Context: an optimization exercise on an open-source flow, tuned for small area. The choices shown serve that exercise and are no tape-out recipe. Only simulation tests tie the RTL to the original design; equivalence was not proved.

## flow/design.v (module list and top-level ports; edited modules follow where they fit)
// module mac_unit: 622 lines
// module mac_fa: 7 lines
// module mac_xnor: 6 lines
// module mac_or: 6 lines
// module mac_bsel: 6 lines
// module matmul_top: 135 lines
module matmul_top #(
  parameter int DATA_W = 32,
  parameter int ADDR_W = 12
) (
  input  logic              clk,
  input  logic              reset_n,
  input  logic              dut_valid,
  output logic              dut_ready,
  output logic [ADDR_W-1:0] input_read_address,
  input  logic [DATA_W-1:0] input_read_data,
  output logic [ADDR_W-1:0] weight_read_address,
  input  logic [DATA_W-1:0] weight_read_data,
  output logic              result_write_enable,
  output logic [ADDR_W-1:0] result_write_address,
  output logic [DATA_W-1:0] result_write_data
);
  // ...
==> flow/run.sh <==
#!/bin/bash
# synth_recipe.tcl (not shown) runs the flow's synth.tcl, then flattens the netlist and writes it again
# the make line also repeats each setting of config.mk as NAME=value (left out here)
make -C /OpenROAD-flow-scripts/flow DESIGN_CONFIG=/design/flow/config.mk WORK_HOME=/design/flow/orfs CLKGATE_MAP_FILE= SYNTH_SCRIPT=/design/flow/synth_recipe.tcl finish
==> flow/config.mk <==
export PLATFORM = sky130hd
export DESIGN_NAME = matmul_top
export DESIGN_NICKNAME = matmul_top
export VERILOG_FILES = /design/flow/design.v
export SDC_FILE = /design/flow/constraint.sdc
export NUM_CORES = 4
export LEC_CHECK = 0
export CAP_MARGIN = 20
export CORE_MARGIN = 2
export CORE_UTILIZATION = 65
export CTS_BUF_LIST = sky130_fd_sc_hd__clkbuf_4 sky130_fd_sc_hd__clkbuf_8
export SLEW_MARGIN = 20
export SYNTH_HIERARCHICAL = 1
export SYNTH_MINIMUM_KEEP_SIZE = 0
==> flow/constraint.sdc <==
create_clock -name core_clock -period 10.0 [get_ports {clk}]
set_input_delay 2.0000 -clock core_clock [delete_from_list [all_inputs] [get_ports {clk}]]
set_output_delay 2.0000 -clock core_clock [all_outputs]
set_load 0.01 [all_outputs]
==> results.cfg, run 1 <==
[run_status]
status = complete, but fails checks
checkFailReasons = setup timing

[detailed_routing]
drc = 0
dr.first_iter.drc_count = 700

[sta]
final.setup_skew_ps = 21.2
fin_ws_ps = -5100
slew_viol_final = 0
setup_viol = 16
whs_ps = 522

[worst_setup_path]
cp_max_fo = 3
reg2reg_to = acc_n[23]$_DFF_P_

[final_layout]
multi_input_area_um2 = 8430
largestClassByArea = multi-input gates
largest_reg_flops = 32
inv_count = 67
n_antenna_cell = 0

[global_routing]
grtUsageMet2_pct = 57.3
met1_usage_pct = 43.3
grt_pass1_wl_um = 52000
antenna_found_initial = 0

[clock_network]
numCtsBuffers = 17
cts_tree = yes

[logic_synthesis]
syn-cell-area_um2 = 12200
ys_warn_count = 7
==> run 2: changes to the inputs <==
==> flow/design.v (replaced) <==
`default_nettype none
module mac_unit (
  input  wire [31:0] a,        
  input  wire [7:0]  y,        
  input  wire        yb,       
  input  wire [3:0]  dead,     
  input  wire [31:0] base_n,   
  input  wire [2:0]  ci_n,     
  output wire [31:0] sum_n,
  output wire [2:0]  co_n      
);
  wire [8:0] yy = {y, yb};
  wire one0 = yy[1] ^ yy[0];
  wire two0 = (yy[2] & ~yy[1] & ~yy[0]) | (~yy[2] & yy[1] & yy[0]);
  wire neg0 = yy[2];
  wire one0_0 = one0;
  wire two0_0 = two0;
  wire neg0_0 = neg0;
  wire one0_1 = one0 & ~dead[1];
  wire two0_1 = two0 & ~dead[1];
  wire neg0_1 = neg0 & ~dead[1];
  wire one0_2 = one0 & ~dead[2];
  wire two0_2 = two0 & ~dead[2];
  wire neg0_2 = neg0 & ~dead[2];
  wire one0_3 = one0 & ~dead[3];
  wire two0_3 = two0 & ~dead[3];
  wire neg0_3 = neg0 & ~dead[3];
  wire pp0_0, pp0_0_s;
  mac_ao u_pp0_0 (.a0(a[0]), .a1(1'b0), .one(one0_0), .two(two0_0), .sel(pp0_0_s));
  mac_xnor u_pp0_0_x (.x(pp0_0_s), .y(neg0_0), .z(pp0_0));
  wire pp0_1, pp0_1_s;
  mac_ao u_pp0_1 (.a0(a[1]), .a1(a[0]), .one(one0_0), .two(two0_0), .sel(pp0_1_s));
  mac_xnor u_pp0_1_x (.x(pp0_1_s), .y(neg0_0), .z(pp0_1));
  wire pp0_2, pp0_2_s;
  mac_ao u_pp0_2 (.a0(a[2]), .a1(a[1]), .one(one0_0), .two(two0_0), .sel(pp0_2_s));
  mac_xnor u_pp0_2_x (.x(pp0_2_s), .y(neg0_0), .z(pp0_2));
  wire pp0_3, pp0_3_s;
  mac_ao u_pp0_3 (.a0(a[3]), .a1(a[2]), .one(one0_0), .two(two0_0), .sel(pp0_3_s));
  mac_xnor u_pp0_3_x (.x(pp0_3_s), .y(neg0_0), .z(pp0_3));
  wire pp0_4, pp0_4_s;
  mac_ao u_pp0_4 (.a0(a[4]), .a1(a[3]), .one(one0_0), .two(two0_0), .sel(pp0_4_s));
  mac_xnor u_pp0_4_x (.x(pp0_4_s), .y(neg0_0), .z(pp0_4));
  wire pp0_5, pp0_5_s;
  mac_ao u_pp0_5 (.a0(a[5]), .a1(a[4]), .one(one0_0), .two(two0_0), .sel(pp0_5_s));
  mac_xnor u_pp0_5_x (.x(pp0_5_s), .y(neg0_0), .z(pp0_5));
  wire pp0_6, pp0_6_s;
  mac_ao u_pp0_6 (.a0(a[6]), .a1(a[5]), .one(one0_0), .two(two0_0), .sel(pp0_6_s));
  mac_xnor u_pp0_6_x (.x(pp0_6_s), .y(neg0_0), .z(pp0_6));
  wire pp0_7, pp0_7_s;
  mac_ao u_pp0_7 (.a0(a[7]), .a1(a[6]), .one(one0_0), .two(two0_0), .sel(pp0_7_s));
  mac_xnor u_pp0_7_x (.x(pp0_7_s), .y(neg0_0), .z(pp0_7));
  wire pp0_8, pp0_8_s;
  mac_ao u_pp0_8 (.a0(a[8]), .a1(a[7]), .one(one0_1), .two(two0_1), .sel(pp0_8_s));
  mac_xnor u_pp0_8_x (.x(pp0_8_s), .y(neg0_1), .z(pp0_8));
  wire pp0_9, pp0_9_s;
  mac_ao u_pp0_9 (.a0(a[9]), .a1(a[8]), .one(one0_1), .two(two0_1), .sel(pp0_9_s));
  mac_xnor u_pp0_9_x (.x(pp0_9_s), .y(neg0_1), .z(pp0_9));
  wire pp0_10, pp0_10_s;
  mac_ao u_pp0_10 (.a0(a[10]), .a1(a[9]), .one(one0_1), .two(two0_1), .sel(pp0_10_s));
  mac_xnor u_pp0_10_x (.x(pp0_10_s), .y(neg0_1), .z(pp0_10));
  wire pp0_11, pp0_11_s;
  mac_ao u_pp0_11 (.a0(a[11]), .a1(a[10]), .one(one0_1), .two(two0_1), .sel(pp0_11_s));
  mac_xnor u_pp0_11_x (.x(pp0_11_s), .y(neg0_1), .z(pp0_11));
  wire pp0_12, pp0_12_s;
  mac_ao u_pp0_12 (.a0(a[12]), .a1(a[11]), .one(one0_1), .two(two0_1), .sel(pp0_12_s));
  mac_xnor u_pp0_12_x (.x(pp0_12_s), .y(neg0_1), .z(pp0_12));
  wire pp0_13, pp0_13_s;
  mac_ao u_pp0_13 (.a0(a[13]), .a1(a[12]), .one(one0_1), .two(two0_1), .sel(pp0_13_s));
  mac_xnor u_pp0_13_x (.x(pp0_13_s), .y(neg0_1), .z(pp0_13));
  wire pp0_14, pp0_14_s;
  mac_ao u_pp0_14 (.a0(a[14]), .a1(a[13]), .one(one0_1), .two(two0_1), .sel(pp0_14_s));
  mac_xnor u_pp0_14_x (.x(pp0_14_s), .y(neg0_1), .z(pp0_14));
  wire pp0_15, pp0_15_s;
  mac_ao u_pp0_15 (.a0(a[15]), .a1(a[14]), .one(one0_1), .two(two0_1), .sel(pp0_15_s));
  mac_xnor u_pp0_15_x (.x(pp0_15_s), .y(neg0_1), .z(pp0_15));
  wire pp0_16, pp0_16_s;
  mac_ao u_pp0_16 (.a0(a[16]), .a1(a[15]), .one(one0_2), .two(two0_2), .sel(pp0_16_s));
  mac_xnor u_pp0_16_x (.x(pp0_16_s), .y(neg0_2), .z(pp0_16));
  wire pp0_17, pp0_17_s;
  mac_ao u_pp0_17 (.a0(a[17]), .a1(a[16]), .one(one0_2), .two(two0_2), .sel(pp0_17_s));
  mac_xnor u_pp0_17_x (.x(pp0_17_s), .y(neg0_2), .z(pp0_17));
  wire pp0_18, pp0_18_s;
  mac_ao u_pp0_18 (.a0(a[18]), .a1(a[17]), .one(one0_2), .two(two0_2), .sel(pp0_18_s));
  mac_xnor u_pp0_18_x (.x(pp0_18_s), .y(neg0_2), .z(pp0_18));
  wire pp0_19, pp0_19_s;
  mac_ao u_pp0_19 (.a0(a[19]), .a1(a[18]), .one(one0_2), .two(two0_2), .sel(pp0_19_s));
  mac_xnor u_pp0_19_x (.x(pp0_19_s), .y(neg0_2), .z(pp0_19));
  wire pp0_20, pp0_20_s;
  mac_ao u_pp0_20 (.a0(a[20]), .a1(a[19]), .one(one0_2), .two(two0_2), .sel(pp0_20_s));
  mac_xnor u_pp0_20_x (.x(pp0_20_s), .y(neg0_2), .z(pp0_20));
  wire pp0_21, pp0_21_s;
  mac_ao u_pp0_21 (.a0(a[21]), .a1(a[20]), .one(one0_2), .two(two0_2), .sel(pp0_21_s));
  mac_xnor u_pp0_21_x (.x(pp0_21_s), .y(neg0_2), .z(pp0_21));
  wire pp0_22, pp0_22_s;
  mac_ao u_pp0_22 (.a0(a[22]), .a1(a[21]), .one(one0_2), .two(two0_2), .sel(pp0_22_s));
  mac_xnor u_pp0_22_x (.x(pp0_22_s), .y(neg0_2), .z(pp0_22));
  wire pp0_23, pp0_23_s;
  mac_ao u_pp0_23 (.a0(a[23]), .a1(a[22]), .one(one0_2), .two(two0_2), .sel(pp0_23_s));
  mac_xnor u_pp0_23_x (.x(pp0_23_s), .y(neg0_2), .z(pp0_23));
  wire pp0_24, pp0_24_s;
  mac_ao u_pp0_24 (.a0(a[24]), .a1(a[23]), .one(one0_3), .two(two0_3), .sel(pp0_24_s));
  mac_xnor u_pp0_24_x (.x(pp0_24_s), .y(neg0_3), .z(pp0_24));
  wire pp0_25, pp0_25_s;
  mac_ao u_pp0_25 (.a0(a[25]), .a1(a[24]), .one(one0_3), .two(two0_3), .sel(pp0_25_s));
  mac_xnor u_pp0_25_x (.x(pp0_25_s), .y(neg0_3), .z(pp0_25));
  wire pp0_26, pp0_26_s;
  mac_ao u_pp0_26 (.a0(a[26]), .a1(a[25]), .one(one0_3), .two(two0_3), .sel(pp0_26_s));
  mac_xnor u_pp0_26_x (.x(pp0_26_s), .y(neg0_3), .z(pp0_26));
  wire pp0_27, pp0_27_s;
  mac_ao u_pp0_27 (.a0(a[27]), .a1(a[26]), .one(one0_3), .two(two0_3), .sel(pp0_27_s));
  mac_xnor u_pp0_27_x (.x(pp0_27_s), .y(neg0_3), .z(pp0_27));
  wire pp0_28, pp0_28_s;
  mac_ao u_pp0_28 (.a0(a[28]), .a1(a[27]), .one(one0_3), .two(two0_3), .sel(pp0_28_s));
  mac_xnor u_pp0_28_x (.x(pp0_28_s), .y(neg0_3), .z(pp0_28));
  wire pp0_29, pp0_29_s;
  mac_ao u_pp0_29 (.a0(a[29]), .a1(a[28]), .one(one0_3), .two(two0_3), .sel(pp0_29_s));
  mac_xnor u_pp0_29_x (.x(pp0_29_s), .y(neg0_3), .z(pp0_29));
  wire pp0_30, pp0_30_s;
  mac_ao u_pp0_30 (.a0(a[30]), .a1(a[29]), .one(one0_3), .two(two0_3), .sel(pp0_30_s));
  mac_xnor u_pp0_30_x (.x(pp0_30_s), .y(neg0_3), .z(pp0_30));
  wire pp0_31, pp0_31_s;
  mac_ao u_pp0_31 (.a0(a[31]), .a1(a[30]), .one(one0_3), .two(two0_3), .sel(pp0_31_s));
  mac_xnor u_pp0_31_x (.x(pp0_31_s), .y(neg0_3), .z(pp0_31));
  wire one1 = yy[3] ^ yy[2];
  wire two1 = (yy[4] & ~yy[3] & ~yy[2]) | (~yy[4] & yy[3] & yy[2]);
  wire neg1 = yy[4];
  wire one1_0 = one1;
  wire two1_0 = two1;
  wire neg1_0 = neg1;
  wire one1_1 = one1 & ~dead[1];
  wire two1_1 = two1 & ~dead[1];
  wire neg1_1 = neg1 & ~dead[1];
  wire one1_2 = one1 & ~dead[2];
  wire two1_2 = two1 & ~dead[2];
  wire neg1_2 = neg1 & ~dead[2];
  wire one1_3 = one1 & ~dead[3];
  wire two1_3 = two1 & ~dead[3];
  wire neg1_3 = neg1 & ~dead[3];
  wire pp1_2, pp1_2_s;
  mac_ao u_pp1_2 (.a0(a[0]), .a1(1'b0), .one(one1_0), .two(two1_0), .sel(pp1_2_s));
  mac_xnor u_pp1_2_x (.x(pp1_2_s), .y(neg1_0), .z(pp1_2));
  wire pp1_3, pp1_3_s;
  mac_ao u_pp1_3 (.a0(a[1]), .a1(a[0]), .one(one1_0), .two(two1_0), .sel(pp1_3_s));
  mac_xnor u_pp1_3_x (.x(pp1_3_s), .y(neg1_0), .z(pp1_3));
  wire pp1_4, pp1_4_s;
  mac_ao u_pp1_4 (.a0(a[2]), .a1(a[1]), .one(one1_0), .two(two1_0), .sel(pp1_4_s));
  mac_xnor u_pp1_4_x (.x(pp1_4_s), .y(neg1_0), .z(pp1_4));
  wire pp1_5, pp1_5_s;
  mac_ao u_pp1_5 (.a0(a[3]), .a1(a[2]), .one(one1_0), .two(two1_0), .sel(pp1_5_s));
  mac_xnor u_pp1_5_x (.x(pp1_5_s), .y(neg1_0), .z(pp1_5));
  wire pp1_6, pp1_6_s;
  mac_ao u_pp1_6 (.a0(a[4]), .a1(a[3]), .one(one1_0), .two(two1_0), .sel(pp1_6_s));
  mac_xnor u_pp1_6_x (.x(pp1_6_s), .y(neg1_0), .z(pp1_6));
  wire pp1_7, pp1_7_s;
  mac_ao u_pp1_7 (.a0(a[5]), .a1(a[4]), .one(one1_0), .two(two1_0), .sel(pp1_7_s));
  mac_xnor u_pp1_7_x (.x(pp1_7_s), .y(neg1_0), .z(pp1_7));
  wire pp1_8, pp1_8_s;
  mac_ao u_pp1_8 (.a0(a[6]), .a1(a[5]), .one(one1_1), .two(two1_1), .sel(pp1_8_s));
  mac_xnor u_pp1_8_x (.x(pp1_8_s), .y(neg1_1), .z(pp1_8));
  wire pp1_9, pp1_9_s;
  mac_ao u_pp1_9 (.a0(a[7]), .a1(a[6]), .one(one1_1), .two(two1_1), .sel(pp1_9_s));
  mac_xnor u_pp1_9_x (.x(pp1_9_s), .y(neg1_1), .z(pp1_9));
  wire pp1_10, pp1_10_s;
  mac_ao u_pp1_10 (.a0(a[8]), .a1(a[7]), .one(one1_1), .two(two1_1), .sel(pp1_10_s));
  mac_xnor u_pp1_10_x (.x(pp1_10_s), .y(neg1_1), .z(pp1_10));
  wire pp1_11, pp1_11_s;
  mac_ao u_pp1_11 (.a0(a[9]), .a1(a[8]), .one(one1_1), .two(two1_1), .sel(pp1_11_s));
  mac_xnor u_pp1_11_x (.x(pp1_11_s), .y(neg1_1), .z(pp1_11));
  wire pp1_12, pp1_12_s;
  mac_ao u_pp1_12 (.a0(a[10]), .a1(a[9]), .one(one1_1), .two(two1_1), .sel(pp1_12_s));
  mac_xnor u_pp1_12_x (.x(pp1_12_s), .y(neg1_1), .z(pp1_12));
  wire pp1_13, pp1_13_s;
  mac_ao u_pp1_13 (.a0(a[11]), .a1(a[10]), .one(one1_1), .two(two1_1), .sel(pp1_13_s));
  mac_xnor u_pp1_13_x (.x(pp1_13_s), .y(neg1_1), .z(pp1_13));
  wire pp1_14, pp1_14_s;
  mac_ao u_pp1_14 (.a0(a[12]), .a1(a[11]), .one(one1_1), .two(two1_1), .sel(pp1_14_s));
  mac_xnor u_pp1_14_x (.x(pp1_14_s), .y(neg1_1), .z(pp1_14));
  wire pp1_15, pp1_15_s;
  mac_ao u_pp1_15 (.a0(a[13]), .a1(a[12]), .one(one1_1), .two(two1_1), .sel(pp1_15_s));
  mac_xnor u_pp1_15_x (.x(pp1_15_s), .y(neg1_1), .z(pp1_15));
  wire pp1_16, pp1_16_s;
  mac_ao u_pp1_16 (.a0(a[14]), .a1(a[13]), .one(one1_2), .two(two1_2), .sel(pp1_16_s));
  mac_xnor u_pp1_16_x (.x(pp1_16_s), .y(neg1_2), .z(pp1_16));
  wire pp1_17, pp1_17_s;
  mac_ao u_pp1_17 (.a0(a[15]), .a1(a[14]), .one(one1_2), .two(two1_2), .sel(pp1_17_s));
  mac_xnor u_pp1_17_x (.x(pp1_17_s), .y(neg1_2), .z(pp1_17));
  wire pp1_18, pp1_18_s;
  mac_ao u_pp1_18 (.a0(a[16]), .a1(a[15]), .one(one1_2), .two(two1_2), .sel(pp1_18_s));
  mac_xnor u_pp1_18_x (.x(pp1_18_s), .y(neg1_2), .z(pp1_18));
  wire pp1_19, pp1_19_s;
  mac_ao u_pp1_19 (.a0(a[17]), .a1(a[16]), .one(one1_2), .two(two1_2), .sel(pp1_19_s));
  mac_xnor u_pp1_19_x (.x(pp1_19_s), .y(neg1_2), .z(pp1_19));
  wire pp1_20, pp1_20_s;
  mac_ao u_pp1_20 (.a0(a[18]), .a1(a[17]), .one(one1_2), .two(two1_2), .sel(pp1_20_s));
  mac_xnor u_pp1_20_x (.x(pp1_20_s), .y(neg1_2), .z(pp1_20));
  wire pp1_21, pp1_21_s;
  mac_ao u_pp1_21 (.a0(a[19]), .a1(a[18]), .one(one1_2), .two(two1_2), .sel(pp1_21_s));
  mac_xnor u_pp1_21_x (.x(pp1_21_s), .y(neg1_2), .z(pp1_21));
  wire pp1_22, pp1_22_s;
  mac_ao u_pp1_22 (.a0(a[20]), .a1(a[19]), .one(one1_2), .two(two1_2), .sel(pp1_22_s));
  mac_xnor u_pp1_22_x (.x(pp1_22_s), .y(neg1_2), .z(pp1_22));
  wire pp1_23, pp1_23_s;
  mac_ao u_pp1_23 (.a0(a[21]), .a1(a[20]), .one(one1_2), .two(two1_2), .sel(pp1_23_s));
  mac_xnor u_pp1_23_x (.x(pp1_23_s), .y(neg1_2), .z(pp1_23));
  wire pp1_24, pp1_24_s;
  mac_ao u_pp1_24 (.a0(a[22]), .a1(a[21]), .one(one1_3), .two(two1_3), .sel(pp1_24_s));
  mac_xnor u_pp1_24_x (.x(pp1_24_s), .y(neg1_3), .z(pp1_24));
  wire pp1_25, pp1_25_s;
  mac_ao u_pp1_25 (.a0(a[23]), .a1(a[22]), .one(one1_3), .two(two1_3), .sel(pp1_25_s));
  mac_xnor u_pp1_25_x (.x(pp1_25_s), .y(neg1_3), .z(pp1_25));
  wire pp1_26, pp1_26_s;
  mac_ao u_pp1_26 (.a0(a[24]), .a1(a[23]), .one(one1_3), .two(two1_3), .sel(pp1_26_s));
  mac_xnor u_pp1_26_x (.x(pp1_26_s), .y(neg1_3), .z(pp1_26));
  wire pp1_27, pp1_27_s;
  mac_ao u_pp1_27 (.a0(a[25]), .a1(a[24]), .one(one1_3), .two(two1_3), .sel(pp1_27_s));
  mac_xnor u_pp1_27_x (.x(pp1_27_s), .y(neg1_3), .z(pp1_27));
  wire pp1_28, pp1_28_s;
  mac_ao u_pp1_28 (.a0(a[26]), .a1(a[25]), .one(one1_3), .two(two1_3), .sel(pp1_28_s));
  mac_xnor u_pp1_28_x (.x(pp1_28_s), .y(neg1_3), .z(pp1_28));
  wire pp1_29, pp1_29_s;
  mac_ao u_pp1_29 (.a0(a[27]), .a1(a[26]), .one(one1_3), .two(two1_3), .sel(pp1_29_s));
  mac_xnor u_pp1_29_x (.x(pp1_29_s), .y(neg1_3), .z(pp1_29));
  wire pp1_30, pp1_30_s;
  mac_ao u_pp1_30 (.a0(a[28]), .a1(a[27]), .one(one1_3), .two(two1_3), .sel(pp1_30_s));
  mac_xnor u_pp1_30_x (.x(pp1_30_s), .y(neg1_3), .z(pp1_30));
  wire pp1_31, pp1_31_s;
  mac_ao u_pp1_31 (.a0(a[29]), .a1(a[28]), .one(one1_3), .two(two1_3), .sel(pp1_31_s));
  mac_xnor u_pp1_31_x (.x(pp1_31_s), .y(neg1_3), .z(pp1_31));
  wire one2 = yy[5] ^ yy[4];
  wire two2 = (yy[6] & ~yy[5] & ~yy[4]) | (~yy[6] & yy[5] & yy[4]);
  wire neg2 = yy[6];
  wire one2_0 = one2;
  wire two2_0 = two2;
  wire neg2_0 = neg2;
  wire one2_1 = one2 & ~dead[1];
  wire two2_1 = two2 & ~dead[1];
  wire neg2_1 = neg2 & ~dead[1];
  wire one2_2 = one2 & ~dead[2];
  wire two2_2 = two2 & ~dead[2];
  wire neg2_2 = neg2 & ~dead[2];
  wire one2_3 = one2 & ~dead[3];
  wire two2_3 = two2 & ~dead[3];
  wire neg2_3 = neg2 & ~dead[3];
  wire pp2_4, pp2_4_s;
  mac_ao u_pp2_4 (.a0(a[0]), .a1(1'b0), .one(one2_0), .two(two2_0), .sel(pp2_4_s));
  mac_xnor u_pp2_4_x (.x(pp2_4_s), .y(neg2_0), .z(pp2_4));
  wire pp2_5, pp2_5_s;
  mac_ao u_pp2_5 (.a0(a[1]), .a1(a[0]), .one(one2_0), .two(two2_0), .sel(pp2_5_s));
  mac_xnor u_pp2_5_x (.x(pp2_5_s), .y(neg2_0), .z(pp2_5));
  wire pp2_6, pp2_6_s;
  mac_ao u_pp2_6 (.a0(a[2]), .a1(a[1]), .one(one2_0), .two(two2_0), .sel(pp2_6_s));
  mac_xnor u_pp2_6_x (.x(pp2_6_s), .y(neg2_0), .z(pp2_6));
  wire pp2_7, pp2_7_s;
  mac_ao u_pp2_7 (.a0(a[3]), .a1(a[2]), .one(one2_0), .two(two2_0), .sel(pp2_7_s));
  mac_xnor u_pp2_7_x (.x(pp2_7_s), .y(neg2_0), .z(pp2_7));
  wire pp2_8, pp2_8_s;
  mac_ao u_pp2_8 (.a0(a[4]), .a1(a[3]), .one(one2_1), .two(two2_1), .sel(pp2_8_s));
  mac_xnor u_pp2_8_x (.x(pp2_8_s), .y(neg2_1), .z(pp2_8));
  wire pp2_9, pp2_9_s;
  mac_ao u_pp2_9 (.a0(a[5]), .a1(a[4]), .one(one2_1), .two(two2_1), .sel(pp2_9_s));
  mac_xnor u_pp2_9_x (.x(pp2_9_s), .y(neg2_1), .z(pp2_9));
  wire pp2_10, pp2_10_s;
  mac_ao u_pp2_10 (.a0(a[6]), .a1(a[5]), .one(one2_1), .two(two2_1), .sel(pp2_10_s));
  mac_xnor u_pp2_10_x (.x(pp2_10_s), .y(neg2_1), .z(pp2_10));
  wire pp2_11, pp2_11_s;
  mac_ao u_pp2_11 (.a0(a[7]), .a1(a[6]), .one(one2_1), .two(two2_1), .sel(pp2_11_s));
  mac_xnor u_pp2_11_x (.x(pp2_11_s), .y(neg2_1), .z(pp2_11));
  wire pp2_12, pp2_12_s;
  mac_ao u_pp2_12 (.a0(a[8]), .a1(a[7]), .one(one2_1), .two(two2_1), .sel(pp2_12_s));
  mac_xnor u_pp2_12_x (.x(pp2_12_s), .y(neg2_1), .z(pp2_12));
  wire pp2_13, pp2_13_s;
  mac_ao u_pp2_13 (.a0(a[9]), .a1(a[8]), .one(one2_1), .two(two2_1), .sel(pp2_13_s));
  mac_xnor u_pp2_13_x (.x(pp2_13_s), .y(neg2_1), .z(pp2_13));
  wire pp2_14, pp2_14_s;
  mac_ao u_pp2_14 (.a0(a[10]), .a1(a[9]), .one(one2_1), .two(two2_1), .sel(pp2_14_s));
  mac_xnor u_pp2_14_x (.x(pp2_14_s), .y(neg2_1), .z(pp2_14));
  wire pp2_15, pp2_15_s;
  mac_ao u_pp2_15 (.a0(a[11]), .a1(a[10]), .one(one2_1), .two(two2_1), .sel(pp2_15_s));
  mac_xnor u_pp2_15_x (.x(pp2_15_s), .y(neg2_1), .z(pp2_15));
  wire pp2_16, pp2_16_s;
  mac_ao u_pp2_16 (.a0(a[12]), .a1(a[11]), .one(one2_2), .two(two2_2), .sel(pp2_16_s));
  mac_xnor u_pp2_16_x (.x(pp2_16_s), .y(neg2_2), .z(pp2_16));
  wire pp2_17, pp2_17_s;
  mac_ao u_pp2_17 (.a0(a[13]), .a1(a[12]), .one(one2_2), .two(two2_2), .sel(pp2_17_s));
  mac_xnor u_pp2_17_x (.x(pp2_17_s), .y(neg2_2), .z(pp2_17));
  wire pp2_18, pp2_18_s;
  mac_ao u_pp2_18 (.a0(a[14]), .a1(a[13]), .one(one2_2), .two(two2_2), .sel(pp2_18_s));
  mac_xnor u_pp2_18_x (.x(pp2_18_s), .y(neg2_2), .z(pp2_18));
  wire pp2_19, pp2_19_s;
  mac_ao u_pp2_19 (.a0(a[15]), .a1(a[14]), .one(one2_2), .two(two2_2), .sel(pp2_19_s));
  mac_xnor u_pp2_19_x (.x(pp2_19_s), .y(neg2_2), .z(pp2_19));
  wire pp2_20, pp2_20_s;
  mac_ao u_pp2_20 (.a0(a[16]), .a1(a[15]), .one(one2_2), .two(two2_2), .sel(pp2_20_s));
  mac_xnor u_pp2_20_x (.x(pp2_20_s), .y(neg2_2), .z(pp2_20));
  wire pp2_21, pp2_21_s;
  mac_ao u_pp2_21 (.a0(a[17]), .a1(a[16]), .one(one2_2), .two(two2_2), .sel(pp2_21_s));
  mac_xnor u_pp2_21_x (.x(pp2_21_s), .y(neg2_2), .z(pp2_21));
  wire pp2_22, pp2_22_s;
  mac_ao u_pp2_22 (.a0(a[18]), .a1(a[17]), .one(one2_2), .two(two2_2), .sel(pp2_22_s));
  mac_xnor u_pp2_22_x (.x(pp2_22_s), .y(neg2_2), .z(pp2_22));
  wire pp2_23, pp2_23_s;
  mac_ao u_pp2_23 (.a0(a[19]), .a1(a[18]), .one(one2_2), .two(two2_2), .sel(pp2_23_s));
  mac_xnor u_pp2_23_x (.x(pp2_23_s), .y(neg2_2), .z(pp2_23));
  wire pp2_24, pp2_24_s;
  mac_ao u_pp2_24 (.a0(a[20]), .a1(a[19]), .one(one2_3), .two(two2_3), .sel(pp2_24_s));
  mac_xnor u_pp2_24_x (.x(pp2_24_s), .y(neg2_3), .z(pp2_24));
  wire pp2_25, pp2_25_s;
  mac_ao u_pp2_25 (.a0(a[21]), .a1(a[20]), .one(one2_3), .two(two2_3), .sel(pp2_25_s));
  mac_xnor u_pp2_25_x (.x(pp2_25_s), .y(neg2_3), .z(pp2_25));
  wire pp2_26, pp2_26_s;
  mac_ao u_pp2_26 (.a0(a[22]), .a1(a[21]), .one(one2_3), .two(two2_3), .sel(pp2_26_s));
  mac_xnor u_pp2_26_x (.x(pp2_26_s), .y(neg2_3), .z(pp2_26));
  wire pp2_27, pp2_27_s;
  mac_ao u_pp2_27 (.a0(a[23]), .a1(a[22]), .one(one2_3), .two(two2_3), .sel(pp2_27_s));
  mac_xnor u_pp2_27_x (.x(pp2_27_s), .y(neg2_3), .z(pp2_27));
  wire pp2_28, pp2_28_s;
  mac_ao u_pp2_28 (.a0(a[24]), .a1(a[23]), .one(one2_3), .two(two2_3), .sel(pp2_28_s));
  mac_xnor u_pp2_28_x (.x(pp2_28_s), .y(neg2_3), .z(pp2_28));
  wire pp2_29, pp2_29_s;
  mac_ao u_pp2_29 (.a0(a[25]), .a1(a[24]), .one(one2_3), .two(two2_3), .sel(pp2_29_s));
  mac_xnor u_pp2_29_x (.x(pp2_29_s), .y(neg2_3), .z(pp2_29));
  wire pp2_30, pp2_30_s;
  mac_ao u_pp2_30 (.a0(a[26]), .a1(a[25]), .one(one2_3), .two(two2_3), .sel(pp2_30_s));
  mac_xnor u_pp2_30_x (.x(pp2_30_s), .y(neg2_3), .z(pp2_30));
  wire pp2_31, pp2_31_s;
  mac_ao u_pp2_31 (.a0(a[27]), .a1(a[26]), .one(one2_3), .two(two2_3), .sel(pp2_31_s));
  mac_xnor u_pp2_31_x (.x(pp2_31_s), .y(neg2_3), .z(pp2_31));
  wire one3 = yy[7] ^ yy[6];
  wire two3 = (yy[8] & ~yy[7] & ~yy[6]) | (~yy[8] & yy[7] & yy[6]);
  wire neg3 = yy[8];
  wire one3_0 = one3;
  wire two3_0 = two3;
  wire neg3_0 = neg3;
  wire one3_1 = one3 & ~dead[1];
  wire two3_1 = two3 & ~dead[1];
  wire neg3_1 = neg3 & ~dead[1];
  wire one3_2 = one3 & ~dead[2];
  wire two3_2 = two3 & ~dead[2];
  wire neg3_2 = neg3 & ~dead[2];
  wire one3_3 = one3 & ~dead[3];
  wire two3_3 = two3 & ~dead[3];
  wire neg3_3 = neg3 & ~dead[3];
  wire pp3_6, pp3_6_s;
  mac_ao u_pp3_6 (.a0(a[0]), .a1(1'b0), .one(one3_0), .two(two3_0), .sel(pp3_6_s));
  mac_xnor u_pp3_6_x (.x(pp3_6_s), .y(neg3_0), .z(pp3_6));
  wire pp3_7, pp3_7_s;
  mac_ao u_pp3_7 (.a0(a[1]), .a1(a[0]), .one(one3_0), .two(two3_0), .sel(pp3_7_s));
  mac_xnor u_pp3_7_x (.x(pp3_7_s), .y(neg3_0), .z(pp3_7));
  wire pp3_8, pp3_8_s;
  mac_ao u_pp3_8 (.a0(a[2]), .a1(a[1]), .one(one3_1), .two(two3_1), .sel(pp3_8_s));
  mac_xnor u_pp3_8_x (.x(pp3_8_s), .y(neg3_1), .z(pp3_8));
  wire pp3_9, pp3_9_s;
  mac_ao u_pp3_9 (.a0(a[3]), .a1(a[2]), .one(one3_1), .two(two3_1), .sel(pp3_9_s));
  mac_xnor u_pp3_9_x (.x(pp3_9_s), .y(neg3_1), .z(pp3_9));
  wire pp3_10, pp3_10_s;
  mac_ao u_pp3_10 (.a0(a[4]), .a1(a[3]), .one(one3_1), .two(two3_1), .sel(pp3_10_s));
  mac_xnor u_pp3_10_x (.x(pp3_10_s), .y(neg3_1), .z(pp3_10));
  wire pp3_11, pp3_11_s;
  mac_ao u_pp3_11 (.a0(a[5]), .a1(a[4]), .one(one3_1), .two(two3_1), .sel(pp3_11_s));
  mac_xnor u_pp3_11_x (.x(pp3_11_s), .y(neg3_1), .z(pp3_11));
  wire pp3_12, pp3_12_s;
  mac_ao u_pp3_12 (.a0(a[6]), .a1(a[5]), .one(one3_1), .two(two3_1), .sel(pp3_12_s));
  mac_xnor u_pp3_12_x (.x(pp3_12_s), .y(neg3_1), .z(pp3_12));
  wire pp3_13, pp3_13_s;
  mac_ao u_pp3_13 (.a0(a[7]), .a1(a[6]), .one(one3_1), .two(two3_1), .sel(pp3_13_s));
  mac_xnor u_pp3_13_x (.x(pp3_13_s), .y(neg3_1), .z(pp3_13));
  wire pp3_14, pp3_14_s;
  mac_ao u_pp3_14 (.a0(a[8]), .a1(a[7]), .one(one3_1), .two(two3_1), .sel(pp3_14_s));
  mac_xnor u_pp3_14_x (.x(pp3_14_s), .y(neg3_1), .z(pp3_14));
  wire pp3_15, pp3_15_s;
  mac_ao u_pp3_15 (.a0(a[9]), .a1(a[8]), .one(one3_1), .two(two3_1), .sel(pp3_15_s));
  mac_xnor u_pp3_15_x (.x(pp3_15_s), .y(neg3_1), .z(pp3_15));
  wire pp3_16, pp3_16_s;
  mac_ao u_pp3_16 (.a0(a[10]), .a1(a[9]), .one(one3_2), .two(two3_2), .sel(pp3_16_s));
  mac_xnor u_pp3_16_x (.x(pp3_16_s), .y(neg3_2), .z(pp3_16));
  wire pp3_17, pp3_17_s;
  mac_ao u_pp3_17 (.a0(a[11]), .a1(a[10]), .one(one3_2), .two(two3_2), .sel(pp3_17_s));
  mac_xnor u_pp3_17_x (.x(pp3_17_s), .y(neg3_2), .z(pp3_17));
  wire pp3_18, pp3_18_s;
  mac_ao u_pp3_18 (.a0(a[12]), .a1(a[11]), .one(one3_2), .two(two3_2), .sel(pp3_18_s));
  mac_xnor u_pp3_18_x (.x(pp3_18_s), .y(neg3_2), .z(pp3_18));
  wire pp3_19, pp3_19_s;
  mac_ao u_pp3_19 (.a0(a[13]), .a1(a[12]), .one(one3_2), .two(two3_2), .sel(pp3_19_s));
  mac_xnor u_pp3_19_x (.x(pp3_19_s), .y(neg3_2), .z(pp3_19));
  wire pp3_20, pp3_20_s;
  mac_ao u_pp3_20 (.a0(a[14]), .a1(a[13]), .one(one3_2), .two(two3_2), .sel(pp3_20_s));
  mac_xnor u_pp3_20_x (.x(pp3_20_s), .y(neg3_2), .z(pp3_20));
  wire pp3_21, pp3_21_s;
  mac_ao u_pp3_21 (.a0(a[15]), .a1(a[14]), .one(one3_2), .two(two3_2), .sel(pp3_21_s));
  mac_xnor u_pp3_21_x (.x(pp3_21_s), .y(neg3_2), .z(pp3_21));
  wire pp3_22, pp3_22_s;
  mac_ao u_pp3_22 (.a0(a[16]), .a1(a[15]), .one(one3_2), .two(two3_2), .sel(pp3_22_s));
  mac_xnor u_pp3_22_x (.x(pp3_22_s), .y(neg3_2), .z(pp3_22));
  wire pp3_23, pp3_23_s;
  mac_ao u_pp3_23 (.a0(a[17]), .a1(a[16]), .one(one3_2), .two(two3_2), .sel(pp3_23_s));
  mac_xnor u_pp3_23_x (.x(pp3_23_s), .y(neg3_2), .z(pp3_23));
  wire pp3_24, pp3_24_s;
  mac_ao u_pp3_24 (.a0(a[18]), .a1(a[17]), .one(one3_3), .two(two3_3), .sel(pp3_24_s));
  mac_xnor u_pp3_24_x (.x(pp3_24_s), .y(neg3_3), .z(pp3_24));
  wire pp3_25, pp3_25_s;
  mac_ao u_pp3_25 (.a0(a[19]), .a1(a[18]), .one(one3_3), .two(two3_3), .sel(pp3_25_s));
  mac_xnor u_pp3_25_x (.x(pp3_25_s), .y(neg3_3), .z(pp3_25));
  wire pp3_26, pp3_26_s;
  mac_ao u_pp3_26 (.a0(a[20]), .a1(a[19]), .one(one3_3), .two(two3_3), .sel(pp3_26_s));
  mac_xnor u_pp3_26_x (.x(pp3_26_s), .y(neg3_3), .z(pp3_26));
  wire pp3_27, pp3_27_s;
  mac_ao u_pp3_27 (.a0(a[21]), .a1(a[20]), .one(one3_3), .two(two3_3), .sel(pp3_27_s));
  mac_xnor u_pp3_27_x (.x(pp3_27_s), .y(neg3_3), .z(pp3_27));
  wire pp3_28, pp3_28_s;
  mac_ao u_pp3_28 (.a0(a[22]), .a1(a[21]), .one(one3_3), .two(two3_3), .sel(pp3_28_s));
  mac_xnor u_pp3_28_x (.x(pp3_28_s), .y(neg3_3), .z(pp3_28));
  wire pp3_29, pp3_29_s;
  mac_ao u_pp3_29 (.a0(a[23]), .a1(a[22]), .one(one3_3), .two(two3_3), .sel(pp3_29_s));
  mac_xnor u_pp3_29_x (.x(pp3_29_s), .y(neg3_3), .z(pp3_29));
  wire pp3_30, pp3_30_s;
  mac_ao u_pp3_30 (.a0(a[24]), .a1(a[23]), .one(one3_3), .two(two3_3), .sel(pp3_30_s));
  mac_xnor u_pp3_30_x (.x(pp3_30_s), .y(neg3_3), .z(pp3_30));
  wire pp3_31, pp3_31_s;
  mac_ao u_pp3_31 (.a0(a[25]), .a1(a[24]), .one(one3_3), .two(two3_3), .sel(pp3_31_s));
  mac_xnor u_pp3_31_x (.x(pp3_31_s), .y(neg3_3), .z(pp3_31));
  wire s1, c2;
  mac_fa u_s1 (.x(base_n[0]), .y(pp0_0), .z(~neg0), .s(s1), .c(c2));
  wire s3, c4;
  mac_xnor u_s3 (.x(ci_n[0]), .y(s1), .z(s3));
  mac_or u_c4 (.x(ci_n[0]), .y(s1), .z(c4));
  wire s5, c6;
  mac_fa u_s5 (.x(base_n[1]), .y(pp0_1), .z(c2), .s(s5), .c(c6));
  wire s7, c8;
  mac_xnor u_s7 (.x(c4), .y(s5), .z(s7));
  mac_or u_c8 (.x(c4), .y(s5), .z(c8));
  wire s9, c10;
  mac_fa u_s9 (.x(base_n[2]), .y(pp0_2), .z(pp1_2), .s(s9), .c(c10));
  wire s11, c12;
  mac_fa u_s11 (.x(~neg1), .y(s9), .z(c6), .s(s11), .c(c12));
  wire s13, c14;
  mac_xnor u_s13 (.x(c8), .y(s11), .z(s13));
  mac_or u_c14 (.x(c8), .y(s11), .z(c14));
  wire s15, c16;
  mac_fa u_s15 (.x(base_n[3]), .y(pp0_3), .z(pp1_3), .s(s15), .c(c16));
  wire s17, c18;
  mac_fa u_s17 (.x(c10), .y(s15), .z(c12), .s(s17), .c(c18));
  wire s19, c20;
  mac_xnor u_s19 (.x(c14), .y(s17), .z(s19));
  mac_or u_c20 (.x(c14), .y(s17), .z(c20));
  wire s21, c22;
  mac_fa u_s21 (.x(base_n[4]), .y(pp0_4), .z(pp1_4), .s(s21), .c(c22));
  wire s23, c24;
  mac_fa u_s23 (.x(pp2_4), .y(~neg2), .z(c16), .s(s23), .c(c24));
  wire s25, c26;
  mac_fa u_s25 (.x(s21), .y(s23), .z(c18), .s(s25), .c(c26));
  wire s27, c28;
  mac_xnor u_s27 (.x(c20), .y(s25), .z(s27));
  mac_or u_c28 (.x(c20), .y(s25), .z(c28));
  wire s29, c30;
  mac_fa u_s29 (.x(base_n[5]), .y(pp0_5), .z(pp1_5), .s(s29), .c(c30));
  wire s31, c32;
  mac_fa u_s31 (.x(pp2_5), .y(c22), .z(s29), .s(s31), .c(c32));
  wire s33, c34;
  mac_fa u_s33 (.x(c24), .y(s31), .z(c26), .s(s33), .c(c34));
  wire s35, c36;
  mac_xnor u_s35 (.x(c28), .y(s33), .z(s35));
  mac_or u_c36 (.x(c28), .y(s33), .z(c36));
  wire s37, c38;
  mac_fa u_s37 (.x(base_n[6]), .y(pp0_6), .z(pp1_6), .s(s37), .c(c38));
  wire s39, c40;
  mac_fa u_s39 (.x(pp2_6), .y(pp3_6), .z(~neg3), .s(s39), .c(c40));
  wire s41, c42;
  mac_fa u_s41 (.x(c30), .y(s37), .z(s39), .s(s41), .c(c42));
  wire s43, c44;
  mac_fa u_s43 (.x(c32), .y(s41), .z(c34), .s(s43), .c(c44));
  wire s45, c46;
  mac_xnor u_s45 (.x(c36), .y(s43), .z(s45));
  mac_or u_c46 (.x(c36), .y(s43), .z(c46));
  wire s47, c48;
  mac_fa u_s47 (.x(base_n[7]), .y(pp0_7), .z(pp1_7), .s(s47), .c(c48));
  wire s49, c50;
  mac_fa u_s49 (.x(pp2_7), .y(pp3_7), .z(ci_n[1]), .s(s49), .c(c50));
  wire k51 = c48 | dead[1];
  wire s52, c53;
  mac_fa u_s52 (.x(c38), .y(c40), .z(s47), .s(s52), .c(c53));
  wire k54 = c50 | dead[1];
  wire s55, c56;
  mac_fa u_s55 (.x(s49), .y(c42), .z(s52), .s(s55), .c(c56));
  wire k57 = c53 | dead[1];
  wire s58, c59;
  mac_fa u_s58 (.x(s55), .y(c44), .z(c46), .s(s58), .c(c59));
  wire k60 = c56 | dead[1];
  wire s61, c62;
  mac_fa u_s61 (.x(base_n[8]), .y(pp0_8), .z(pp1_8), .s(s61), .c(c62));
  wire s63, c64;
  mac_fa u_s63 (.x(pp2_8), .y(pp3_8), .z(k51), .s(s63), .c(c64));
  wire s65, c66;
  mac_fa u_s65 (.x(k54), .y(k57), .z(k60), .s(s65), .c(c66));
  wire s67, c68;
  mac_fa u_s67 (.x(s61), .y(s63), .z(s65), .s(s67), .c(c68));
  wire s69, c70;
  mac_fa u_s69 (.x(base_n[9]), .y(pp0_9), .z(pp1_9), .s(s69), .c(c70));
  wire s71, c72;
  mac_fa u_s71 (.x(pp2_9), .y(pp3_9), .z(c62), .s(s71), .c(c72));
  wire s73, c74;
  mac_fa u_s73 (.x(c64), .y(c66), .z(s69), .s(s73), .c(c74));
  wire s75, c76;
  mac_fa u_s75 (.x(c68), .y(s71), .z(s73), .s(s75), .c(c76));
  wire s77, c78;
  mac_fa u_s77 (.x(base_n[10]), .y(pp0_10), .z(pp1_10), .s(s77), .c(c78));
  wire s79, c80;
  mac_fa u_s79 (.x(pp2_10), .y(pp3_10), .z(c70), .s(s79), .c(c80));
  wire s81, c82;
  mac_fa u_s81 (.x(s77), .y(c72), .z(c74), .s(s81), .c(c82));
  wire s83, c84;
  mac_fa u_s83 (.x(s79), .y(c76), .z(s81), .s(s83), .c(c84));
  wire s85, c86;
  mac_fa u_s85 (.x(base_n[11]), .y(pp0_11), .z(pp1_11), .s(s85), .c(c86));
  wire s87, c88;
  mac_fa u_s87 (.x(pp2_11), .y(pp3_11), .z(c78), .s(s87), .c(c88));
  wire s89, c90;
  mac_fa u_s89 (.x(s85), .y(c80), .z(s87), .s(s89), .c(c90));
  wire s91, c92;
  mac_fa u_s91 (.x(c82), .y(s89), .z(c84), .s(s91), .c(c92));
  wire s93, c94;
  mac_fa u_s93 (.x(base_n[12]), .y(pp0_12), .z(pp1_12), .s(s93), .c(c94));
  wire s95, c96;
  mac_fa u_s95 (.x(pp2_12), .y(pp3_12), .z(c86), .s(s95), .c(c96));
  wire s97, c98;
  mac_fa u_s97 (.x(s93), .y(c88), .z(s95), .s(s97), .c(c98));
  wire s99, c100;
  mac_fa u_s99 (.x(c90), .y(s97), .z(c92), .s(s99), .c(c100));
  wire s101, c102;
  mac_fa u_s101 (.x(base_n[13]), .y(pp0_13), .z(pp1_13), .s(s101), .c(c102));
  wire s103, c104;
  mac_fa u_s103 (.x(pp2_13), .y(pp3_13), .z(c94), .s(s103), .c(c104));
  wire s105, c106;
  mac_fa u_s105 (.x(s101), .y(c96), .z(s103), .s(s105), .c(c106));
  wire s107, c108;
  mac_fa u_s107 (.x(c98), .y(s105), .z(c100), .s(s107), .c(c108));
  wire s109, c110;
  mac_fa u_s109 (.x(base_n[14]), .y(pp0_14), .z(pp1_14), .s(s109), .c(c110));
  wire s111, c112;
  mac_fa u_s111 (.x(pp2_14), .y(pp3_14), .z(c102), .s(s111), .c(c112));
  wire s113, c114;
  mac_fa u_s113 (.x(s109), .y(c104), .z(s111), .s(s113), .c(c114));
  wire s115, c116;
  mac_fa u_s115 (.x(c106), .y(s113), .z(c108), .s(s115), .c(c116));
  wire s117, c118;
  mac_fa u_s117 (.x(base_n[15]), .y(pp0_15), .z(pp1_15), .s(s117), .c(c118));
  wire s119, c120;
  mac_fa u_s119 (.x(pp2_15), .y(pp3_15), .z(ci_n[2]), .s(s119), .c(c120));
  wire k121 = c118 | dead[2];
  wire s122, c123;
  mac_fa u_s122 (.x(c110), .y(s117), .z(s119), .s(s122), .c(c123));
  wire k124 = c120 | dead[2];
  wire s125, c126;
  mac_fa u_s125 (.x(c112), .y(s122), .z(c114), .s(s125), .c(c126));
  wire k127 = c123 | dead[2];
  wire k128 = c126 | dead[2];
  wire s129, c130;
  mac_fa u_s129 (.x(base_n[16]), .y(pp0_16), .z(pp1_16), .s(s129), .c(c130));
  wire s131, c132;
  mac_fa u_s131 (.x(pp2_16), .y(pp3_16), .z(k121), .s(s131), .c(c132));
  wire s133, c134;
  mac_fa u_s133 (.x(k124), .y(k127), .z(k128), .s(s133), .c(c134));
  wire s135, c136;
  mac_fa u_s135 (.x(s129), .y(s131), .z(s133), .s(s135), .c(c136));
  wire s137, c138;
  mac_fa u_s137 (.x(base_n[17]), .y(pp0_17), .z(pp1_17), .s(s137), .c(c138));
  wire s139, c140;
  mac_fa u_s139 (.x(pp2_17), .y(pp3_17), .z(c130), .s(s139), .c(c140));
  wire s141, c142;
  mac_fa u_s141 (.x(c132), .y(c134), .z(s137), .s(s141), .c(c142));
  wire s143, c144;
  mac_fa u_s143 (.x(c136), .y(s139), .z(s141), .s(s143), .c(c144));
  wire s145, c146;
  mac_fa u_s145 (.x(base_n[18]), .y(pp0_18), .z(pp1_18), .s(s145), .c(c146));
  wire s147, c148;
  mac_fa u_s147 (.x(pp2_18), .y(pp3_18), .z(c138), .s(s147), .c(c148));
  wire s149, c150;
  mac_fa u_s149 (.x(s145), .y(c140), .z(c142), .s(s149), .c(c150));
  wire s151, c152;
  mac_fa u_s151 (.x(s147), .y(c144), .z(s149), .s(s151), .c(c152));
  wire s153, c154;
  mac_fa u_s153 (.x(base_n[19]), .y(pp0_19), .z(pp1_19), .s(s153), .c(c154));
  wire s155, c156;
  mac_fa u_s155 (.x(pp2_19), .y(pp3_19), .z(c146), .s(s155), .c(c156));
  wire s157, c158;
  mac_fa u_s157 (.x(s153), .y(c148), .z(s155), .s(s157), .c(c158));
  wire s159, c160;
  mac_fa u_s159 (.x(c150), .y(s157), .z(c152), .s(s159), .c(c160));
  wire s161, c162;
  mac_fa u_s161 (.x(base_n[20]), .y(pp0_20), .z(pp1_20), .s(s161), .c(c162));
  wire s163, c164;
  mac_fa u_s163 (.x(pp2_20), .y(pp3_20), .z(c154), .s(s163), .c(c164));
  wire s165, c166;
  mac_fa u_s165 (.x(s161), .y(c156), .z(s163), .s(s165), .c(c166));
  wire s167, c168;
  mac_fa u_s167 (.x(c158), .y(s165), .z(c160), .s(s167), .c(c168));
  wire s169, c170;
  mac_fa u_s169 (.x(base_n[21]), .y(pp0_21), .z(pp1_21), .s(s169), .c(c170));
  wire s171, c172;
  mac_fa u_s171 (.x(pp2_21), .y(pp3_21), .z(c162), .s(s171), .c(c172));
  wire s173, c174;
  mac_fa u_s173 (.x(s169), .y(c164), .z(s171), .s(s173), .c(c174));
  wire s175, c176;
  mac_fa u_s175 (.x(c166), .y(s173), .z(c168), .s(s175), .c(c176));
  wire s177, c178;
  mac_fa u_s177 (.x(base_n[22]), .y(pp0_22), .z(pp1_22), .s(s177), .c(c178));
  wire s179, c180;
  mac_fa u_s179 (.x(pp2_22), .y(pp3_22), .z(c170), .s(s179), .c(c180));
  wire s181, c182;
  mac_fa u_s181 (.x(s177), .y(c172), .z(s179), .s(s181), .c(c182));
  wire s183, c184;
  mac_fa u_s183 (.x(c174), .y(s181), .z(c176), .s(s183), .c(c184));
  wire s185, c186;
  mac_fa u_s185 (.x(base_n[23]), .y(pp0_23), .z(pp1_23), .s(s185), .c(c186));
  wire s187, c188;
  mac_fa u_s187 (.x(pp2_23), .y(pp3_23), .z(c178), .s(s187), .c(c188));
  wire k189 = c186 | dead[3];
  wire s190, c191;
  mac_fa u_s190 (.x(s185), .y(c180), .z(s187), .s(s190), .c(c191));
  wire k192 = c188 | dead[3];
  wire s193, c194;
  mac_xnor u_s193 (.x(c182), .y(s190), .z(s193));
  mac_or u_c194 (.x(c182), .y(s190), .z(c194));
  wire k195 = c191 | dead[3];
  wire k196 = c194 | dead[3];
  wire s197, c198;
  mac_fa u_s197 (.x(base_n[24]), .y(pp0_24), .z(pp1_24), .s(s197), .c(c198));
  wire s199, c200;
  mac_fa u_s199 (.x(pp2_24), .y(pp3_24), .z(k189), .s(s199), .c(c200));
  wire s201, c202;
  mac_fa u_s201 (.x(k192), .y(k195), .z(k196), .s(s201), .c(c202));
  wire s203, c204;
  mac_fa u_s203 (.x(s197), .y(s199), .z(s201), .s(s203), .c(c204));
  wire s205, c206;
  mac_fa u_s205 (.x(base_n[25]), .y(pp0_25), .z(pp1_25), .s(s205), .c(c206));
  wire s207, c208;
  mac_fa u_s207 (.x(pp2_25), .y(pp3_25), .z(c198), .s(s207), .c(c208));
  wire s209, c210;
  mac_fa u_s209 (.x(c200), .y(c202), .z(s205), .s(s209), .c(c210));
  wire s211, c212;
  mac_fa u_s211 (.x(c204), .y(s207), .z(s209), .s(s211), .c(c212));
  wire s213, c214;
  mac_fa u_s213 (.x(base_n[26]), .y(pp0_26), .z(pp1_26), .s(s213), .c(c214));
  wire s215, c216;
  mac_fa u_s215 (.x(pp2_26), .y(pp3_26), .z(c206), .s(s215), .c(c216));
  wire s217, c218;
  mac_fa u_s217 (.x(s213), .y(c208), .z(c210), .s(s217), .c(c218));
  wire s219, c220;
  mac_fa u_s219 (.x(s215), .y(c212), .z(s217), .s(s219), .c(c220));
  wire s221, c222;
  mac_fa u_s221 (.x(base_n[27]), .y(pp0_27), .z(pp1_27), .s(s221), .c(c222));
  wire s223, c224;
  mac_fa u_s223 (.x(pp2_27), .y(pp3_27), .z(c214), .s(s223), .c(c224));
  wire s225, c226;
  mac_fa u_s225 (.x(s221), .y(c216), .z(s223), .s(s225), .c(c226));
  wire s227, c228;
  mac_fa u_s227 (.x(c218), .y(s225), .z(c220), .s(s227), .c(c228));
  wire s229, c230;
  mac_fa u_s229 (.x(base_n[28]), .y(pp0_28), .z(pp1_28), .s(s229), .c(c230));
  wire s231, c232;
  mac_fa u_s231 (.x(pp2_28), .y(pp3_28), .z(c222), .s(s231), .c(c232));
  wire s233, c234;
  mac_fa u_s233 (.x(s229), .y(c224), .z(s231), .s(s233), .c(c234));
  wire s235, c236;
  mac_fa u_s235 (.x(c226), .y(s233), .z(c228), .s(s235), .c(c236));
  wire s237, c238;
  mac_fa u_s237 (.x(base_n[29]), .y(pp0_29), .z(pp1_29), .s(s237), .c(c238));
  wire s239, c240;
  mac_fa u_s239 (.x(pp2_29), .y(pp3_29), .z(c230), .s(s239), .c(c240));
  wire s241, c242;
  mac_fa u_s241 (.x(s237), .y(c232), .z(s239), .s(s241), .c(c242));
  wire s243, c244;
  mac_fa u_s243 (.x(c234), .y(s241), .z(c236), .s(s243), .c(c244));
  wire s245, c246;
  mac_fa u_s245 (.x(base_n[30]), .y(pp0_30), .z(pp1_30), .s(s245), .c(c246));
  wire s247, c248;
  mac_fa u_s247 (.x(pp2_30), .y(pp3_30), .z(c238), .s(s247), .c(c248));
  wire s249, c250;
  mac_fa u_s249 (.x(s245), .y(c240), .z(s247), .s(s249), .c(c250));
  wire s251, c252;
  mac_fa u_s251 (.x(c242), .y(s249), .z(c244), .s(s251), .c(c252));
  wire s253 = ~(base_n[31] ^ pp0_31);
  wire s254 = ~(pp1_31 ^ pp2_31);
  wire s255 = ~(pp3_31 ^ c246);
  wire s256 = ~(s253 ^ s254);
  wire s257 = ~(c248 ^ s255);
  wire s258 = ~(s256 ^ c250);
  wire s259 = ~(s257 ^ s258);
  wire s260 = ~(s259 ^ c252);
  assign sum_n = {s260, s251, s243, s235, s227, s219, s211, s203, s193, s183, s175, s167, s159, s151, s143, s135, s125, s115, s107, s99, s91, s83, s75, s67, s58, s45, s35, s27, s19, s13, s7, s3};
  assign co_n = {c184, c116, c59};
endmodule
module mac_fa (
  input  wire x, y, z,
  output wire s, c
);
  assign s = x ^ y ^ z;
  assign c = (x & y) | (x & z) | (y & z);
endmodule
module mac_xnor (
  input  wire x, y,
  output wire z
);
  assign z = ~(x ^ y);
endmodule
module mac_or (
  input  wire x, y,
  output wire z
);
  assign z = x | y;
endmodule
module mac_ao (
  input  wire a0, a1, one, two,
  output wire sel
);
  assign sel = (a0 & one) | (a1 & two);
endmodule
`default_nettype wire
`timescale 1ns/1ps
`default_nettype none
module matmul_top #(
  parameter int DATA_W = 32,
  parameter int ADDR_W = 12
) (
  input  logic              clk,
  input  logic              reset_n,
  input  logic              dut_valid,
  output logic              dut_ready,
  output logic [ADDR_W-1:0] input_read_address,
  input  logic [DATA_W-1:0] input_read_data,
  output logic [ADDR_W-1:0] weight_read_address,
  input  logic [DATA_W-1:0] weight_read_data,
  output logic              result_write_enable,
  output logic [ADDR_W-1:0] result_write_address,
  output logic [DATA_W-1:0] result_write_data
);
  localparam logic [1:0] S_IDLE = 2'd0, S_DIMS = 2'd1, S_RUN = 2'd2, S_FIN = 2'd3;
  logic [1:0]        state;
  logic [1:0]        ph;         
  logic              kend_q;     
  logic              wr_arm;     
  logic [ADDR_W-1:0] a_addr;
  logic [ADDR_W-1:0] b_addr;
  logic [ADDR_W-1:0] k_cnt;      
  logic [ADDR_W-1:0] nm1;        
  logic [ADDR_W-1:0] np;         
  logic [ADDR_W-1:0] m_rem;      
  logic [ADDR_W-1:0] c_addr;
  logic              k_end, j_end, i_end, adv, restart;
  logic [7:0]        y;
  logic              yb;
  logic [3:0]        dead;
  logic [DATA_W-1:0] base_n;
  logic              clr;        
  logic [2:0]        cq_n;       
  logic [2:0]        ci_n;
  logic [2:0]        co_n;
  logic [DATA_W-1:0] acc_n;      
  logic [DATA_W-1:0] sum_n;
  assign dut_ready            = (state == S_IDLE);
  assign input_read_address   = a_addr;
  assign weight_read_address  = b_addr;
  assign result_write_address = c_addr;
  assign result_write_data    = ~acc_n;
  assign result_write_enable  = state[1] && wr_arm && kend_q && (ph == 2'd0);
  assign y    = weight_read_data[8*ph +: 8];
  assign yb   = (ph == 2'd0) ? 1'b0 : weight_read_data[8*ph - 1];
  assign dead = {ph != 2'd0, ph[1], ph == 2'd3, 1'b0};
  assign clr  = kend_q && (ph == 2'd0);
  assign base_n = clr ? '1 : acc_n;
  assign ci_n   = cq_n | {dead[1], 2'b00} | {3{ph == 2'd0}};
  mac_unit mac0 (
    .a      (input_read_data),
    .y      (y),
    .yb     (yb),
    .dead   (dead),
    .base_n (base_n),
    .ci_n   (ci_n),
    .sum_n  (sum_n),
    .co_n   (co_n)
  );
  always_ff @(posedge clk)
  begin
    acc_n <= {sum_n[7:0], sum_n[DATA_W-1:8]};
    cq_n  <= co_n;
  end
  assign k_end   = (k_cnt == '0);
  assign j_end   = (b_addr == np);
  assign i_end   = (m_rem == ADDR_W'(1));
  assign adv     = (ph == 2'd2);
  assign restart = k_end && !j_end;
  always_ff @(posedge clk)
  begin
    if (!reset_n)
    begin
      state <= S_IDLE;
    end
    else
    begin
      ph <= ph + 1'b1;
      if (result_write_enable)
        c_addr <= c_addr + 1'b1;
      case (state)
        S_IDLE:
        begin
          if (dut_valid)
          begin
            state  <= S_DIMS;
            ph     <= 2'd3;
            a_addr <= '0;
            b_addr <= '0;
            kend_q <= 1'b1;
            wr_arm <= 1'b0;
            c_addr <= '0;
          end
        end
        S_DIMS:
        begin
          if (adv)
          begin
            state  <= S_RUN;
            nm1    <= input_read_data[ADDR_W-1:0] - 1'b1;
            k_cnt  <= input_read_data[ADDR_W-1:0] - 1'b1;
            m_rem  <= input_read_data[16 +: ADDR_W];
            np     <= ~acc_n[16 +: ADDR_W];   
            a_addr <= ADDR_W'(1);
            b_addr <= ADDR_W'(1);
          end
        end
        S_RUN:
        begin
          if (adv)
          begin
            wr_arm <= 1'b1;
            kend_q <= k_end;
            k_cnt  <= k_end ? nm1 : k_cnt - 1'b1;
            a_addr <= a_addr + (restart ? ~nm1 : '0) + 1'b1;
            b_addr <= (k_end && j_end) ? ADDR_W'(1) : b_addr + 1'b1;
            if (k_end && j_end)
            begin
              m_rem <= m_rem - 1'b1;
              if (i_end)
                state <= S_FIN;
            end
          end
        end
        S_FIN:
        begin
          if (ph == 2'd0)
            state <= S_IDLE;
        end
      endcase
    end
  end
endmodule
`default_nettype wire
==> flow/config.mk (replaced) <==
export PLATFORM = sky130hd
export DESIGN_NAME = matmul_top
export DESIGN_NICKNAME = matmul_top
export VERILOG_FILES = /design/flow/design.v
export SDC_FILE = /design/flow/constraint.sdc
export NUM_CORES = 4
export LEC_CHECK = 0
export CAP_MARGIN = 20
export CORE_MARGIN = 2
export CORE_UTILIZATION = 40
export SLEW_MARGIN = 20
export SYNTH_HIERARCHICAL = 1
export SYNTH_MINIMUM_KEEP_SIZE = 0
==> run 2 against run 1 <==
Now clean on timing, DRC and antenna. Via count is 9.0% lower. Final cell count is 1.7% higher. Critical path type unchanged. Global-route usage is 13 points lower. Critical path depth is 20 lower. Count of clock-buffer cells in the layout stayed put. Synthesized cell count is 3.3% lower. Sequential cell count stayed put. Register-to-register slack better by 5400 ps. Final area is 7.5% lower. Worst hold slack worse by 8.4 ps.
==> results.cfg, run 2 <==
[final_layout]
final_cell_area_um2 = 14000
final_common_cell = xnor2_1
area.growth.synth_to_final_pct = 22.0
n_antenna_cell = 0
regMostFlops = acc_n
fill_cells = 2707
final_nets = 1440
drive_above_1_share_pct = 10.1
final_cell_mix = xnor2_1 (170), clkdlybuf4s50_1 (136), a22o_1 (116)
largest_reg_flops = 32

[sta]
final.setup_skew_ps = 19.2
hold_viol_final = 0
fmax_mhz = 104
slew_viol_final = 0
fin_crit_sh_pct = 95.9
tightest_slew_ps = 927
min_period_ps = 9590
setup_viol = 0
slew_headroom_pct = 37.9
final.setup.tns_ps = 0
rsz0062_at_grt = false
fin_ws_ps = 413

[place]
placed_area_um2 = 13400
port_buffers = 136
dpl.hpwl_um = 24700
dp_slack_ps = -292
place_congestion = 0.854

[detailed_routing]
wl_met3_um = 1760
drtAntennaViolNets = 0
drt-total-wl_um = 31300
wl_met2_um = 15100
wl_met1_um = 13800
top_layer_used = met4
dr.first_iter.drc_count = 516
firstDrtPassIters = 5
avgViaCountPerCell = 5.31
wire_per_inst_um = 19.2
drc = 0
dr_total_vias = 8671

[clock_network]
clk_pin_slew_ps = 70
clk_latency_ps = 430
cts_root_buffer = clkbuf_16
clock-sinks = 125
numCtsBuffers = 17
hold_buffers = 0
cts_max_level = 4
cts.path.max_buffers = 2
cts_tree = yes

[global_routing]
grt_overflow = 0
grt_max_degree = 51
antenna_found_initial = 0
grt_pass1_vias = 8961
grt_usage_pct = 21.4
grt_pass1_wl_um = 49800

[floorplanning]
core_um2 = 28500
pin_count = 137
die_area_um2 = 30100
floorplan.initialDensity_pct = 40.3
rows = 62
fp.dieW_um = 174
die-height_um = 174

[worst_setup_path]
worst-setup-path-type = primary input to flop
required_ps = 10330
end_kind = flop
cp_max_fo = 8
critPathArrivalTime_ps = 9910
cp-start-kind = primary input

[logic_synthesis]
syn-cell-area_um2 = 11500
avgSynthCellArea_um2 = 10.6
ys_warn_count = 7
syn-instance-count = 1084

[job]
maxCapViolations = 0

[run_status]
status = complete, no violations

[min_path]
hold_class = flop to flop
## run 2: final timing paths
check                       startpoint                end  slack (ps)  cells after the start
setup / recovery  weight_read_data[31]  acc_n[23]$_DFF_P_         410                     24
hold / removal         cq_n[0]$_DFF_P_  acc_n[24]$_DFF_P_         510                      2
setup reg to reg       ph[0]$_DFFE_PP_  acc_n[23]$_DFF_P_        1300                     27
hold reg to reg        cq_n[0]$_DFF_P_  acc_n[24]$_DFF_P_         510                      2
## run 2: timing repair
item,4_1_cts,5_1_grt
setup endpoints to repair,0,1
setup buffers,0,0
resized for setup,0,7
## run 2: layout make-up
cell class / instances / area [um^2] / area share, %
Multi-Input combinational cell: 837 / 7560 / 53.9
Sequential cell: 125 / 3380 / 24.1
Timing Repair Buffer: 186 / 1750 / 12.5
Tap cell: 384 / 480 / 3.42
Clock buffer: 17 / 425 / 3.03
Inverter: 69 / 259 / 1.85
Clock inverter: 15 / 178 / 1.27
## run 2: critical path, cell delays in order
cell and delay, ps:
clkdlybuf4s50_1 430, mux4_2 450, and2_1 210, xnor2_2 190, nor2_1 60, buf_4 170
a22o_1 220, xnor2_1 150, fa_2 430, fa_1 540, fa_1 430, or2_1 230
or2_2 280, fa_1 450, fa_1 460, fa_1 490, fa_1 440, fa_1 420
fa_1 430, fa_1 440, fa_2 390, xnor2_2 150, xnor3_1 340, xnor2_1 130
## run 2: per-stage QoR
step / instances / hold WS (ps) / utilization (%)
6_report: 1633 / 514 / 49.2
5_1_grt: 1633 / 550 / 49.2
4_1_cts: 1633 / 517 / 49.1
3_5_place_dp: 1601 / 513 / 47.0
3_3_place_gp: 1601 / 502 / 47.0
2_1_floorplan: 1087 / 513 / -
## run 2: metal layers
layer / global-route usage [%] / vias to the layer above
li1: - / 4070
met1: 28.9 / 4285
met2: 35.8 / 279
met3: 3.40 / 37
met4: 5.64 / 0
met5: 0 / -

==> what the ideal ports hide <==
The flow's constraints put no driver on any port. The routed layouts listed below were extracted and timed again, unchanged, in two steps. Step 1 assumes that a clkbuf_16 drives the clock port and a buf_2 every other input. Step 2 adds t to the input delays and takes it off the output delays; t is the mean of the earliest and latest rising clock arrival at the registers after step 1. Input paths then give back, and output paths get back, about the clock's delay inside the block. Slacks: ideal / step 1 / step 2; pairs: ideal / step 1.
| run | shift t [ns] | slack for setup (ns) | worst register clock-pin slew, ns |
|---|---|---|---|
| run 1 | 0.486 | -5.102 / -5.091 / -5.577 | 0.09 / 0.09 |
| run 2 | 0.473 | 0.413 / 0.444 / -0.029 | 0.07 / 0.07 |
With both steps, setup timing fails in run 2, where it was met with ideal ports. For run 1, which loses most, drivers alone change the setup slack by +0.011 ns; drivers and shift together by -0.475 ns.
